Source: an optimization exercise on an open RTL-to-GDS flow (aim: small area). Production flows keep margins and buffers that such runs may drop. Only simulation tests tie the RTL to the original design; equivalence was not proved. Power and IR drop assume default switching activity.

job 7221:
## conv_clause_engine
module conv_clause_engine #(
    parameter int NUM_PE    = 8,
    parameter int IMG_W     = 32,
    parameter int IMG_H     = 32,
    parameter int PATCH_MAX = 7,
    parameter int CNT_W     = 10,
    localparam int PX_W     = IMG_W - 3,
    localparam int PY_W     = IMG_H - 3,
    localparam int PP_W     = PATCH_MAX * PATCH_MAX,
    localparam int HALF_W   = PY_W + PX_W + PP_W,
    localparam int CLAUSE_W = 2 * HALF_W
) (
    input  logic                     clk,
    input  logic                     rst_n,
    input  logic [2:0]               patch_size,
    output logic                     cfg_err,
    input  logic                     clause_valid,
    output logic                     clause_ready,
    input  logic [CLAUSE_W-1:0]      clause_data,
    input  logic                     win_valid,
    input  logic                     win_last,
    input  logic [NUM_PE-1:0]        pe_en,
    input  logic [PX_W-1:0]          win_x,
    input  logic [NUM_PE*PY_W-1:0]   win_y,
    input  logic [NUM_PE*PP_W-1:0]   win_patch,
    input  logic                     img_abort,
    input  logic                     prev_op,
    output logic                     fwd_valid,
    output logic                     fwd_last,
    output logic [NUM_PE-1:0]        fwd_pe_en,
    output logic [PX_W-1:0]          fwd_x,
    output logic [NUM_PE*PY_W-1:0]   fwd_y,
    output logic [NUM_PE*PP_W-1:0]   fwd_patch,
    output logic                     out_valid,
    input  logic                     out_ready,
    output logic                     clause_op,
    output logic [CNT_W-1:0]         match_cnt
);
  ...
clock: 5.0 ns
lec_check: 0
cap_margin: 20
core_area: 2 2 378 378
die_area: 0 0 380 380
gpl_timing_driven: 0
slew_margin: 20
synth_hierarchical: 1
synth_minimum_keep_size: 0
standard.sh (not shown) runs the stock make flow with config.mk's settings and CLKGATE_MAP_FILE= SYNTH_SCRIPT=/design/flow/synth_recipe.tcl, a recipe that flattens the netlist after the stock synthesis.
==> flow/flow/run.sh <==
#!/bin/bash
# Standard ORFS layout with these changes to how it is made:
#  - after the standard synthesis, logic gates are set to their smallest drive
#    strength (flow/downsize.tcl); repair steps later size up where needed,
#  - port buffers are the smallest buffer (buf_1) instead of the default pick,
#  - after global placement each input buffer is moved next to its pin
#    (flow/inbufs.tcl), which keeps the undriven pin nets short,
#  - I/O pins may sit on adjacent routing tracks so the die can be smaller,
#  - CTS uses its own buffer list and sink clusters and no dummy loads.
set -euo pipefail
export BUFFER_PORTS_ARGS="-buffer_cell sky130_fd_sc_hd__buf_1"
export PLACE_PINS_ARGS="-min_distance 1 -min_distance_in_tracks"
export CTS_ARGS="-sink_clustering_enable -repair_clock_nets -dont_use_dummy_load -buf_list {sky130_fd_sc_hd__clkbuf_16} -sink_clustering_size 28 -sink_clustering_max_diameter 100"
bash standard.sh synth > standard_synth.log 2>&1
RES=$(ls -d "$PWD"/orfs/results/*/conv_clause_engine/base)
export SYNTH_ODB=$RES/1_synth.odb
openroad -no_init -exit flow/downsize.tcl > downsize.log 2>&1
bash standard.sh "$RES/3_3_place_gp.odb" > standard_place.log 2>&1
export PLACE_ODB=$RES/3_3_place_gp.odb
openroad -no_init -exit flow/inbufs.tcl > inbufs.log 2>&1
bash standard.sh > standard_flow.log 2>&1
==> flow/flow/downsize.tcl <==
# Set every combinational logic gate of the synthesized netlist to its smallest
# drive strength (_1, or _0 where that is the smallest); later repair steps size up
# whatever timing, slew or load needs. Registers, buffers and inverters are kept.
read_db $::env(SYNTH_ODB)
set db [ord::get_db]
set block [ord::get_db_block]
set n_swapped 0
set gain 0.0
foreach inst [$block getInsts] {
  set m [$inst getMaster]
  set name [$m getName]
  if {![regexp {^sky130_fd_sc_hd__([a-z0-9]+)_([0-9]+)$} $name -> fam size]} { continue }
  if {![regexp {^(a[0-9]|o[0-9]|nand|nor|and|or|xor|xnor|mux|maj)} $fam]} { continue }
  foreach s {0 1} {
    if {$s >= $size} { break }
    set new [$db findMaster "sky130_fd_sc_hd__${fam}_$s"]
    if {$new ne "NULL"} {
      set gain [expr {$gain + ([$m getWidth] - [$new getWidth]) * [$m getHeight] / 1e6}]
      $inst swapMaster $new
      incr n_swapped
      break
    }
  }
}
puts "downsized $n_swapped gates, area saved $gain um2"
write_db $::env(SYNTH_ODB)
==> flow/flow/inbufs.tcl <==
# Put each input port's buffer right next to its pin (detailed placement then
# legalizes it). The net from an input pin to its buffer has no driver diffusion,
# so a long one needs antenna diodes; a short one does not.
read_db $::env(PLACE_ODB)
set block [ord::get_db_block]
set core [$block getCoreArea]
set cx0 [expr {[$core xMin] + 1000}]
set cy0 [expr {[$core yMin] + 1000}]
set cx1 [expr {[$core xMax] - 3000}]
set cy1 [expr {[$core yMax] - 4000}]
set moved 0
foreach bt [$block getBTerms] {
  if {[$bt getIoType] ne "INPUT"} { continue }
  set net [$bt getNet]
  if {$net eq "NULL"} { continue }
  set its [$net getITerms]
  if {[llength $its] != 1} { continue }
  set inst [[lindex $its 0] getInst]
  if {![string match "*buf_*" [[$inst getMaster] getName]]} { continue }
  if {[string match "*clkbuf*" [[$inst getMaster] getName]]} { continue }
  set bb [$bt getBBox]
  set x [expr {([$bb xMin] + [$bb xMax]) / 2}]
  set y [expr {([$bb yMin] + [$bb yMax]) / 2}]
  set x [expr {max($cx0, min($cx1, $x))}]
  set y [expr {max($cy0, min($cy1, $y))}]
  $inst setLocation $x $y
  incr moved
}
puts "moved $moved input buffers next to their pins"
write_db $::env(PLACE_ODB)
Job 7221 | stages: all done | timing, DRC, antenna: all pass
Here is what was changed in the inputs of job 8077 compared with job 7221.
diff --git a/flow/flow/run.sh b/flow/flow/run.sh
--- a/flow/flow/run.sh
+++ b/flow/flow/run.sh
@@ -11,5 +11,5 @@
 export BUFFER_PORTS_ARGS="-buffer_cell sky130_fd_sc_hd__buf_1"
 export PLACE_PINS_ARGS="-min_distance 1 -min_distance_in_tracks"
-export CTS_ARGS="-sink_clustering_enable -repair_clock_nets -dont_use_dummy_load -buf_list {sky130_fd_sc_hd__clkbuf_16} -sink_clustering_size 28 -sink_clustering_max_diameter 100"
+export CTS_ARGS="-sink_clustering_enable -repair_clock_nets -dont_use_dummy_load -buf_list {sky130_fd_sc_hd__clkbuf_8 sky130_fd_sc_hd__clkbuf_16} -sink_clustering_size 16 -sink_clustering_max_diameter 80"
 bash standard.sh synth > standard_synth.log 2>&1
 RES=$(ls -d "$PWD"/orfs/results/*/conv_clause_engine/base)
==> notes.md <==
Job 8077 reached the end of the flow, and the finished layout is clean on the timing, DRC and antenna checks. Detailed-routed wire length on met2 for job 8077: 0.73% up relative to job 7221. Number of antenna violations at the first check in global routing went up by a few percent going from job 7221 to job 8077. Of job 8077 and job 7221, job 7221 shows the higher layout buffering overhead excluding clock cells, with job 8077 below it. The per-cell via count in the routed design was comparable across job 8077 and job 7221. From job 8077 to job 7221, final estimated routing congestion in global placement did not move at all.
Here is what was changed in the inputs of job 801 compared with job 8077.
Settings: a change of CORE_AREA from 2 2 378 378 to 2 2 358 358; a change of DIE_AREA from 0 0 380 380 to 0 0 360 360.
==> flow/flow/run.sh <==
#!/bin/bash
# Standard ORFS layout with these changes to how it is made:
#  - after the standard synthesis, logic gates are set to their smallest drive
#    strength (flow/downsize.tcl); repair steps later size up where needed,
#  - port buffers are the smallest buffer (buf_1) instead of the default pick,
#  - I/O pins may sit on adjacent routing tracks so the die can be smaller,
#  - CTS uses its own buffer list and sink clusters and no dummy loads.
set -euo pipefail
export BUFFER_PORTS_ARGS="-buffer_cell sky130_fd_sc_hd__buf_1"
export PLACE_PINS_ARGS="-min_distance 1 -min_distance_in_tracks"
export CTS_ARGS="-sink_clustering_enable -repair_clock_nets -dont_use_dummy_load -buf_list {sky130_fd_sc_hd__clkbuf_8} -sink_clustering_size 17 -sink_clustering_max_diameter 70"
bash standard.sh synth > standard_synth.log 2>&1
SYNTH_ODB=$(ls "$PWD"/orfs/results/*/conv_clause_engine/base/1_synth.odb)
export SYNTH_ODB
openroad -no_init -exit flow/downsize.tcl > downsize.log 2>&1
bash standard.sh > standard_flow.log 2>&1
removed: flow/flow/inbufs.tcl
==> notes.md <==
Flow for job 801 halted at global routing (5_1_grt), error code GRT-0116. Compared to job 8077, job 801 has number of placed instances with taps included 3.8% lower. Changes observed in job 801 relative to job 8077: number of instances in the synthesized netlist was more or less identical, HPWL reported at the end of detailed placement went down by about 1.7%, number of buffers inserted during clock tree synthesis went down by 2, area of the mapped netlist was more or less identical, worst setup slack after placement went down by 0.36 ns. Compared with job 8077, vertical die dimension in job 801 decreased by a few percent. On average footprint of a synthesized cell, job 8077 and job 801 are basically level. Job 8077 -> job 801: placement-stage cell area decreased slightly.
Relative to job 801, the following input files were edited for job 7091:
Settings: DIE_AREA changed from 0 0 360 360 to 0 0 380 380; CORE_AREA changed from 2 2 358 358 to 2 2 378 378.
==> flow/flow/run.sh <==
#!/bin/bash
# Standard ORFS layout with these changes to how it is made:
#  - after the standard synthesis, logic gates are set to their smallest drive
#    strength (flow/downsize.tcl); repair steps later size up where needed,
#  - port buffers are the smallest buffer (buf_1) instead of the default pick,
#  - after global placement each input buffer is moved next to its pin
#    (flow/inbufs.tcl), which keeps the undriven pin nets short,
#  - I/O pins may sit on adjacent routing tracks so the die can be smaller,
#  - CTS uses its own buffer list and sink clusters and no dummy loads.
set -euo pipefail
export BUFFER_PORTS_ARGS="-buffer_cell sky130_fd_sc_hd__buf_1"
export PLACE_PINS_ARGS="-min_distance 1 -min_distance_in_tracks"
export CTS_ARGS="-sink_clustering_enable -repair_clock_nets -dont_use_dummy_load -buf_list {sky130_fd_sc_hd__clkbuf_8} -sink_clustering_size 16 -sink_clustering_max_diameter 80"
bash standard.sh synth > standard_synth.log 2>&1
RES=$(ls -d "$PWD"/orfs/results/*/conv_clause_engine/base)
export SYNTH_ODB=$RES/1_synth.odb
openroad -no_init -exit flow/downsize.tcl > downsize.log 2>&1
bash standard.sh "$RES/3_3_place_gp.odb" > standard_place.log 2>&1
export PLACE_ODB=$RES/3_3_place_gp.odb
openroad -no_init -exit flow/inbufs.tcl > inbufs.log 2>&1
bash standard.sh > standard_flow.log 2>&1
==> flow/flow/inbufs.tcl (new file) <==
# Put each input port's buffer right next to its pin (detailed placement then
# legalizes it). The net from an input pin to its buffer has no driver diffusion,
# so a long one needs antenna diodes; a short one does not.
read_db $::env(PLACE_ODB)
set block [ord::get_db_block]
set core [$block getCoreArea]
set cx0 [expr {[$core xMin] + 1000}]
set cy0 [expr {[$core yMin] + 1000}]
set cx1 [expr {[$core xMax] - 3000}]
set cy1 [expr {[$core yMax] - 4000}]
set moved 0
foreach bt [$block getBTerms] {
  if {[$bt getIoType] ne "INPUT"} { continue }
  set net [$bt getNet]
  if {$net eq "NULL"} { continue }
  set its [$net getITerms]
  if {[llength $its] != 1} { continue }
  set inst [[lindex $its 0] getInst]
  if {![string match "*buf_*" [[$inst getMaster] getName]]} { continue }
  if {[string match "*clkbuf*" [[$inst getMaster] getName]]} { continue }
  set bb [$bt getBBox]
  set x [expr {([$bb xMin] + [$bb xMax]) / 2}]
  set y [expr {([$bb yMin] + [$bb yMax]) / 2}]
  set x [expr {max($cx0, min($cx1, $x))}]
  set y [expr {max($cy0, min($cy1, $y))}]
  $inst setLocation $x $y
  incr moved
}
puts "moved $moved input buffers next to their pins"
write_db $::env(PLACE_ODB)
Findings:
Job 7091 finished every stage and its layout cleared the timing, DRC and antenna checks.
Job 801 → job 7091: synthesized netlist cell count was more or less identical; net count of the mapped netlist essentially unchanged.
The run showing the greater starting utilization of the core area is job 801.
Between job 7091 and job 801, it is job 7091 whose total CTS buffers is higher, by about 1.8%.
Taking job 7091 as 1.0, job 801 lands at 0.947 on die extent in y.
Any difference in top-level port count between job 7091 and job 801 is small enough to ignore.
Total number of placement rows went up by a few percent going from job 801 to job 7091.
Job 7091 has area after detailed placement above what job 801 had.
Diff job 7091..job 801 | hold buffer count at CTS | unchanged
When the final numbers for job 801 and job 7091 were put side by side, the die width turned out to be greater in job 7091.

---

conv_clause_engine, a different RTL version from the one above (not shown whole).
For scale: about 2700 cells after synthesis, roughly 1600 flip-flops.
Settings: LEC_CHECK=0, CAP_MARGIN=20, CORE_AREA=2 2 338 338, DIE_AREA=0 0 340 340, GPL_TIMING_DRIVEN=0, SLEW_MARGIN=20, SYNTH_HIERARCHICAL=1, SYNTH_MINIMUM_KEEP_SIZE=0; clock period 5.0 ns.
==> flow/flow/run.sh <==
#!/bin/bash
# Standard ORFS layout with these changes to how it is made:
#  - port buffers are the smallest buffer (buf_1) instead of the default pick,
#  - I/O pins may sit on adjacent routing tracks so the die can be smaller,
#  - CTS uses its own buffer list and sink clusters and no dummy loads,
#  - global routing layer adjustment from flow/fastroute.tcl (if present).
set -euo pipefail
export BUFFER_PORTS_ARGS="-buffer_cell sky130_fd_sc_hd__buf_1"
export PLACE_PINS_ARGS="-min_distance 1 -min_distance_in_tracks"
export CTS_ARGS="-sink_clustering_enable -repair_clock_nets -dont_use_dummy_load -buf_list {sky130_fd_sc_hd__clkbuf_16} -sink_clustering_size 30 -sink_clustering_max_diameter 90"
if [[ -f flow/fastroute.tcl ]]; then export FASTROUTE_TCL="$PWD/flow/fastroute.tcl"; fi
bash standard.sh > standard_flow.log 2>&1
The starting point aborted during global routing.
Rerun with:
--- a/flow/flow/run.sh
+++ b/flow/flow/run.sh
@@ -8,5 +8,5 @@
 export BUFFER_PORTS_ARGS="-buffer_cell sky130_fd_sc_hd__buf_1"
 export PLACE_PINS_ARGS="-min_distance 1 -min_distance_in_tracks"
-export CTS_ARGS="-sink_clustering_enable -repair_clock_nets -dont_use_dummy_load -buf_list {sky130_fd_sc_hd__clkbuf_16} -sink_clustering_size 30 -sink_clustering_max_diameter 90"
+export CTS_ARGS="-sink_clustering_enable -repair_clock_nets -dont_use_dummy_load -buf_list {sky130_fd_sc_hd__clkbuf_8} -sink_clustering_size 18 -sink_clustering_max_diameter 80"
 if [[ -f flow/fastroute.tcl ]]; then export FASTROUTE_TCL="$PWD/flow/fastroute.tcl"; fi
 bash standard.sh > standard_flow.log 2>&1
- CORE_AREA: 2 2 338 338 -> 2 2 378 378
- DIE_AREA: 0 0 340 340 -> 0 0 380 380
Result: The new run finished with timing, DRC and antenna clean. Area after synthesis stays the same. Synthesized cell count does not change.

---

orange:
The RTL this note starts from:
==> flow/design.v <==
package conv_cotm_pkg;
    localparam logic [1:0] ST_IDLE  = 2'd0;
    localparam logic [1:0] ST_EVAL  = 2'd1;
    localparam logic [1:0] ST_DRAIN = 2'd2;
    localparam logic [1:0] ST_DONE  = 2'd3;
    function automatic int y_off();
        y_off = 0;
    endfunction
    function automatic int x_off(input int py_w);
        x_off = py_w;
    endfunction
    function automatic int p_off(input int py_w, input int px_w);
        p_off = py_w + px_w;
    endfunction
    function automatic logic cfg_bad(input logic [2:0] p, input int patch_max);
        cfg_bad = !p[0] || (p < 3'd3) || ({29'd0, p} > 32'(patch_max));
    endfunction
endpackage
module conv_clause_match #(
    parameter int W = 107
) (
    input  logic [W-1:0] inc_n,
    input  logic [W-1:0] neg,
    input  logic [W-1:0] lit,
    output logic         match
);
    localparam int NI  = W / 2;
    localparam int NN  = W / 3;
    localparam int RI  = W % 2;
    localparam int RN  = W % 3;
    localparam int NIF = NI + RI;
    localparam int NNP = NN + (RN > 0 ? 1 : 0);
    logic [NIF-1:0] inc_fail;   
    logic [NNP-1:0] neg_pass;   
    for (genvar k = 0; k < NI; k++) begin : g_inc
        cm_oai22 u (
            .a (lit[2*k]),   .b (inc_n[2*k]),
            .c (lit[2*k+1]), .d (inc_n[2*k+1]),
            .y (inc_fail[k])
        );
    end
    if (RI != 0) begin : g_inc_r
        cm_nor2 u (.a(lit[W-1]), .b(inc_n[W-1]), .y(inc_fail[NI]));
    end
    for (genvar k = 0; k < NN; k++) begin : g_neg
        cm_aoi222 u (
            .a (lit[3*k]),   .b (neg[3*k]),
            .c (lit[3*k+1]), .d (neg[3*k+1]),
            .e (lit[3*k+2]), .f (neg[3*k+2]),
            .y (neg_pass[k])
        );
    end
    if (RN == 1) begin : g_neg_r1
        cm_nand2 u (.a(lit[W-1]), .b(neg[W-1]), .y(neg_pass[NN]));
    end else if (RN == 2) begin : g_neg_r2
        cm_aoi22 u (
            .a (lit[W-2]), .b (neg[W-2]),
            .c (lit[W-1]), .d (neg[W-1]),
            .y (neg_pass[NN])
        );
    end
    assign match = (&neg_pass) & ~(|inc_fail);
endmodule
module cm_oai22 (
    input  logic a, b, c, d,
    output logic y
);
    assign y = ~((a | b) & (c | d));
endmodule
module cm_aoi222 (
    input  logic a, b, c, d, e, f,
    output logic y
);
    assign y = ~((a & b) | (c & d) | (e & f));
endmodule
module cm_aoi22 (
    input  logic a, b, c, d,
    output logic y
);
    assign y = ~((a & b) | (c & d));
endmodule
module cm_nor2 (
    input  logic a, b,
    output logic y
);
    assign y = ~(a | b);
endmodule
module cm_nand2 (
    input  logic a, b,
    output logic y
);
    assign y = ~(a & b);
endmodule
module cm_hold (
    input  logic d, lm, nl, q,
    output logic y
);
    assign y = (lm & d) | (nl & q);
endmodule
module cm_hold_inv (
    input  logic d, lm, ld, q,
    output logic y
);
    assign y = (~d | ~lm) & (ld | q);
endmodule
module conv_clause_engine #(
    parameter int NUM_PE    = 8,
    parameter int IMG_W     = 32,
    parameter int IMG_H     = 32,
    parameter int PATCH_MAX = 7,
    parameter int CNT_W     = 10,
    localparam int PX_W     = IMG_W - 3,
    localparam int PY_W     = IMG_H - 3,
    localparam int PP_W     = PATCH_MAX * PATCH_MAX,
    localparam int HALF_W   = PY_W + PX_W + PP_W,
    localparam int CLAUSE_W = 2 * HALF_W
) (
    input  logic                     clk,
    input  logic                     rst_n,
    input  logic [2:0]               patch_size,
    output logic                     cfg_err,
    input  logic                     clause_valid,
    output logic                     clause_ready,
    input  logic [CLAUSE_W-1:0]      clause_data,
    input  logic                     win_valid,
    input  logic                     win_last,
    input  logic [NUM_PE-1:0]        pe_en,
    input  logic [PX_W-1:0]          win_x,
    input  logic [NUM_PE*PY_W-1:0]   win_y,
    input  logic [NUM_PE*PP_W-1:0]   win_patch,
    input  logic                     img_abort,
    input  logic                     prev_op,
    output logic                     fwd_valid,
    output logic                     fwd_last,
    output logic [NUM_PE-1:0]        fwd_pe_en,
    output logic [PX_W-1:0]          fwd_x,
    output logic [NUM_PE*PY_W-1:0]   fwd_y,
    output logic [NUM_PE*PP_W-1:0]   fwd_patch,
    output logic                     out_valid,
    input  logic                     out_ready,
    output logic                     clause_op,
    output logic [CNT_W-1:0]         match_cnt
);
    localparam int X_OFF = conv_cotm_pkg::x_off(PY_W);
    localparam int P_OFF = conv_cotm_pkg::p_off(PY_W, PX_W);
    logic                    ev, d1, d2, dn, idle, load;
    logic [HALF_W-1:0]       inc_n_q, neg_q;
    logic                    x_ok;
    logic                    s1_valid, s1_eval, s1_last;
    logic [NUM_PE-1:0]       s1_pe_en;
    logic [PX_W-1:0]         s1_x;
    logic [NUM_PE*PY_W-1:0]  s1_y;
    logic [NUM_PE*PP_W-1:0]  s1_patch;
    logic [NUM_PE-1:0]       match, match_q;
    logic [3:0]              pop;
    logic [CNT_W:0]          sum;
    logic [CNT_W-1:0]        cnt_nxt;
    assign cfg_err      = conv_cotm_pkg::cfg_bad(patch_size, PATCH_MAX);
    assign idle         = ~(ev | d1 | d2 | dn);
    assign clause_ready = idle & ~cfg_err;
    assign load         = clause_valid & clause_ready;
    assign out_valid    = dn;
    always_ff @(posedge clk or negedge rst_n) begin
        if (!rst_n) begin
            s1_valid  <= 1'b0;
            s1_eval   <= 1'b0;
            fwd_valid <= 1'b0;
        end else begin
            s1_valid  <= win_valid & ~img_abort;
            s1_eval   <= win_valid & ~img_abort & ev;
            fwd_valid <= s1_valid & ~img_abort;
        end
    end
    always_ff @(posedge clk) begin
        s1_last   <= win_last;
        s1_pe_en  <= pe_en;
        s1_x      <= win_x;
        s1_y      <= win_y;
        s1_patch  <= win_patch;
        fwd_last  <= s1_last;
        fwd_pe_en <= s1_pe_en;
        fwd_x     <= s1_x;
        fwd_y     <= s1_y;
        fwd_patch <= s1_patch;
    end
    logic [4:0]        lm_grp;
    logic [HALF_W-1:0] lm;
    logic [HALF_W-1:0] inc_n_d, neg_d;
    logic              nload;
    assign nload  = ~load;
    assign lm_grp = {load & patch_size[2] & patch_size[1],
                     load & patch_size[2],
                     load & ~patch_size[2],
                     load & ~(patch_size[2] & patch_size[1]),
                     load};
    for (genvar b = 0; b < HALF_W; b++) begin : g_clause
        if (b < P_OFF) begin : g_pos
            localparam int K = (b < X_OFF) ? b : b - X_OFF;
            localparam int G = (K < 25) ? 0 : (K < 27) ? 1 : 2;
            assign lm[b] = lm_grp[G];
        end else begin : g_pix
            localparam int R  = (b - P_OFF) / PATCH_MAX;
            localparam int C  = (b - P_OFF) % PATCH_MAX;
            localparam int RC = (R > C) ? R : C;
            localparam int G  = (RC < 3) ? 0 : (RC < 5) ? 3 : 4;
            assign lm[b] = lm_grp[G];
        end
        cm_hold_inv u_inc (
            .d (clause_data[b]), .lm (lm[b]), .ld (load), .q (inc_n_q[b]), .y (inc_n_d[b])
        );
        cm_hold u_neg (
            .d (clause_data[HALF_W + b]), .lm (lm[b]), .nl (nload), .q (neg_q[b]), .y (neg_d[b])
        );
    end
    always_ff @(posedge clk) begin
        inc_n_q <= inc_n_d;
        neg_q   <= neg_d;
    end
    conv_clause_match #(.W(PX_W)) u_match_x (
        .inc_n (inc_n_q[X_OFF +: PX_W]),
        .neg   (neg_q[X_OFF +: PX_W]),
        .lit   (s1_x),
        .match (x_ok)
    );
    for (genvar i = 0; i < NUM_PE; i++) begin : g_pe
        logic m_yp;
        conv_clause_match #(.W(PY_W + PP_W)) u_match (
            .inc_n ({inc_n_q[P_OFF +: PP_W], inc_n_q[0 +: PY_W]}),
            .neg   ({neg_q[P_OFF +: PP_W], neg_q[0 +: PY_W]}),
            .lit   ({s1_patch[i*PP_W +: PP_W], s1_y[i*PY_W +: PY_W]}),
            .match (m_yp)
        );
        assign match[i] = m_yp & x_ok;
    end
    always_ff @(posedge clk) begin
        match_q <= match & s1_pe_en & {NUM_PE{s1_eval}};
    end
    always_comb begin
        pop = '0;
        for (int i = 0; i < NUM_PE; i++) begin
            pop = pop + {3'b0, match_q[i]};
        end
        sum     = {1'b0, match_cnt} + {{(CNT_W-3){1'b0}}, pop};
        cnt_nxt = sum[CNT_W] ? {CNT_W{1'b1}} : sum[CNT_W-1:0];
    end
    always_ff @(posedge clk) begin
        if (load) begin
            clause_op <= 1'b0;
            match_cnt <= '0;
        end else if (ev | d1 | d2) begin
            clause_op <= clause_op | prev_op | (|match_q);
            match_cnt <= cnt_nxt;
        end
    end
    always_ff @(posedge clk or negedge rst_n) begin
        if (!rst_n) begin
            ev <= 1'b0;
            d1 <= 1'b0;
            d2 <= 1'b0;
            dn <= 1'b0;
        end else begin
            ev <= load | (~img_abort & ev & ~(win_valid & win_last));
            d1 <= ~img_abort & ev & win_valid & win_last;
            d2 <= ~img_abort & d1;
            dn <= ~img_abort & (d2 | (dn & ~out_ready));
        end
    end
endmodule
==> flow/config.mk <==
export PLATFORM = sky130hd
export DESIGN_NAME = conv_clause_engine
export DESIGN_NICKNAME = conv_clause_engine
export VERILOG_FILES = /design/flow/design.v
export SDC_FILE = /design/flow/constraint.sdc
export NUM_CORES = 4
export LEC_CHECK = 0
export CAP_MARGIN = 20
export CORE_AREA = 2 2 378 378
export DIE_AREA = 0 0 380 380
export GPL_TIMING_DRIVEN = 0
export SLEW_MARGIN = 20
export SYNTH_HIERARCHICAL = 1
export SYNTH_MINIMUM_KEEP_SIZE = 0
==> flow/constraint.sdc <==
create_clock -name core_clock -period 5.0 [get_ports {clk}]
set_input_delay 1.0000 -clock core_clock [delete_from_list [all_inputs] [get_ports {clk}]]
set_output_delay 1.0000 -clock core_clock [all_outputs]
set_load 0.01 [all_outputs]
==> flow/flow/run.sh <==
#!/bin/bash
# Standard ORFS layout with these changes to how it is made:
#  - after the standard synthesis, logic gates are set to their smallest drive
#    strength (flow/downsize.tcl); repair steps later size up where needed,
#  - port buffers are the smallest buffer (buf_1) instead of the default pick,
#  - I/O pins may sit on adjacent routing tracks so the die can be smaller,
#  - CTS uses its own buffer list and sink clusters and no dummy loads.
set -euo pipefail
export BUFFER_PORTS_ARGS="-buffer_cell sky130_fd_sc_hd__buf_1"
export PLACE_PINS_ARGS="-min_distance 1 -min_distance_in_tracks"
export CTS_ARGS="-sink_clustering_enable -repair_clock_nets -dont_use_dummy_load -buf_list {sky130_fd_sc_hd__clkbuf_8} -sink_clustering_size 16 -sink_clustering_max_diameter 80"
bash standard.sh synth > standard_synth.log 2>&1
SYNTH_ODB=$(ls "$PWD"/orfs/results/*/conv_clause_engine/base/1_synth.odb)
export SYNTH_ODB
openroad -no_init -exit flow/downsize.tcl > downsize.log 2>&1
bash standard.sh > standard_flow.log 2>&1
Scripts as last shown in full above: flow/flow/downsize.tcl
orange: PASS, flow complete, no timing, DRC or antenna violations
> inputs changed (orange -> purple)
diff --git a/flow/flow/run.sh b/flow/flow/run.sh
--- a/flow/flow/run.sh
+++ b/flow/flow/run.sh
@@ -9,5 +9,5 @@
 export BUFFER_PORTS_ARGS="-buffer_cell sky130_fd_sc_hd__buf_1"
 export PLACE_PINS_ARGS="-min_distance 1 -min_distance_in_tracks"
-export CTS_ARGS="-sink_clustering_enable -repair_clock_nets -dont_use_dummy_load -buf_list {sky130_fd_sc_hd__clkbuf_8} -sink_clustering_size 16 -sink_clustering_max_diameter 80"
+export CTS_ARGS="-sink_clustering_enable -repair_clock_nets -dont_use_dummy_load -buf_list {sky130_fd_sc_hd__clkbuf_8} -sink_clustering_size 17 -sink_clustering_max_diameter 70"
 bash standard.sh synth > standard_synth.log 2>&1
 SYNTH_ODB=$(ls "$PWD"/orfs/results/*/conv_clause_engine/base/1_synth.odb)
Results
Every stage of the flow completed for purple, and the final layout passed the timing, DRC and antenna checks. orange → purple: utilization held; worst setup slack went up 0.11 ns; routed metal-1 wirelength went down 1.2%; part of the cycle the worst path needs went down 2.2 points; power held. Final period demand of the worst path in purple vs orange: down 0.11 ns. For wire length, orange and purple come out practically identical.

-- port drivers added, routing unchanged --
Ports are ideal in the flow. The routed layouts listed here were re-timed in OpenROAD. Step 1: set_driving_cell puts a clkbuf_16 on clk and a buf_2 on each other input, an assumption about the parent block. Step 2, shift: input delay + t, output delay - t, t = (earliest + latest rising clock arrival at the registers) / 2. This alone moves slack from input paths to output paths. a / b / c = ideal ports / drivers / drivers and shift; a / b = the first two.
| run | shift t [ns] | setup WS [ns] | hold slack, ns | pins driven straight from the clock port |
|---|---|---|---|---|
| job 7221 | 0.767 | 1.075 / 1.075 / 0.553 | 0.258 / 0.211 / 0.316 | 1 |
| job 8077 | 0.813 | 1.116 / 1.116 / 0.517 | 0.234 / 0.188 / 0.328 | 1 |
| job 7091 | 0.933 | 1.099 / 1.099 / 0.560 | 0.123 / 0.076 / 0.312 | 1 |
| the second run of note 2 | 0.898 | 0.986 / 0.986 / 0.218 | 0.151 / 0.112 / 0.273 | 1 |
| orange | 0.945 | 0.992 / 0.992 / 0.551 | 0.124 / 0.089 / 0.307 | 1 |
| purple | 0.936 | 1.102 / 1.102 / 0.588 | 0.137 / 0.102 / 0.282 | 1 |
After both steps setup and hold are still met in every run listed. The setup slack of the second run of note 2, which loses most, moves by 0.000 ns with the drivers and by -0.768 ns with both steps.
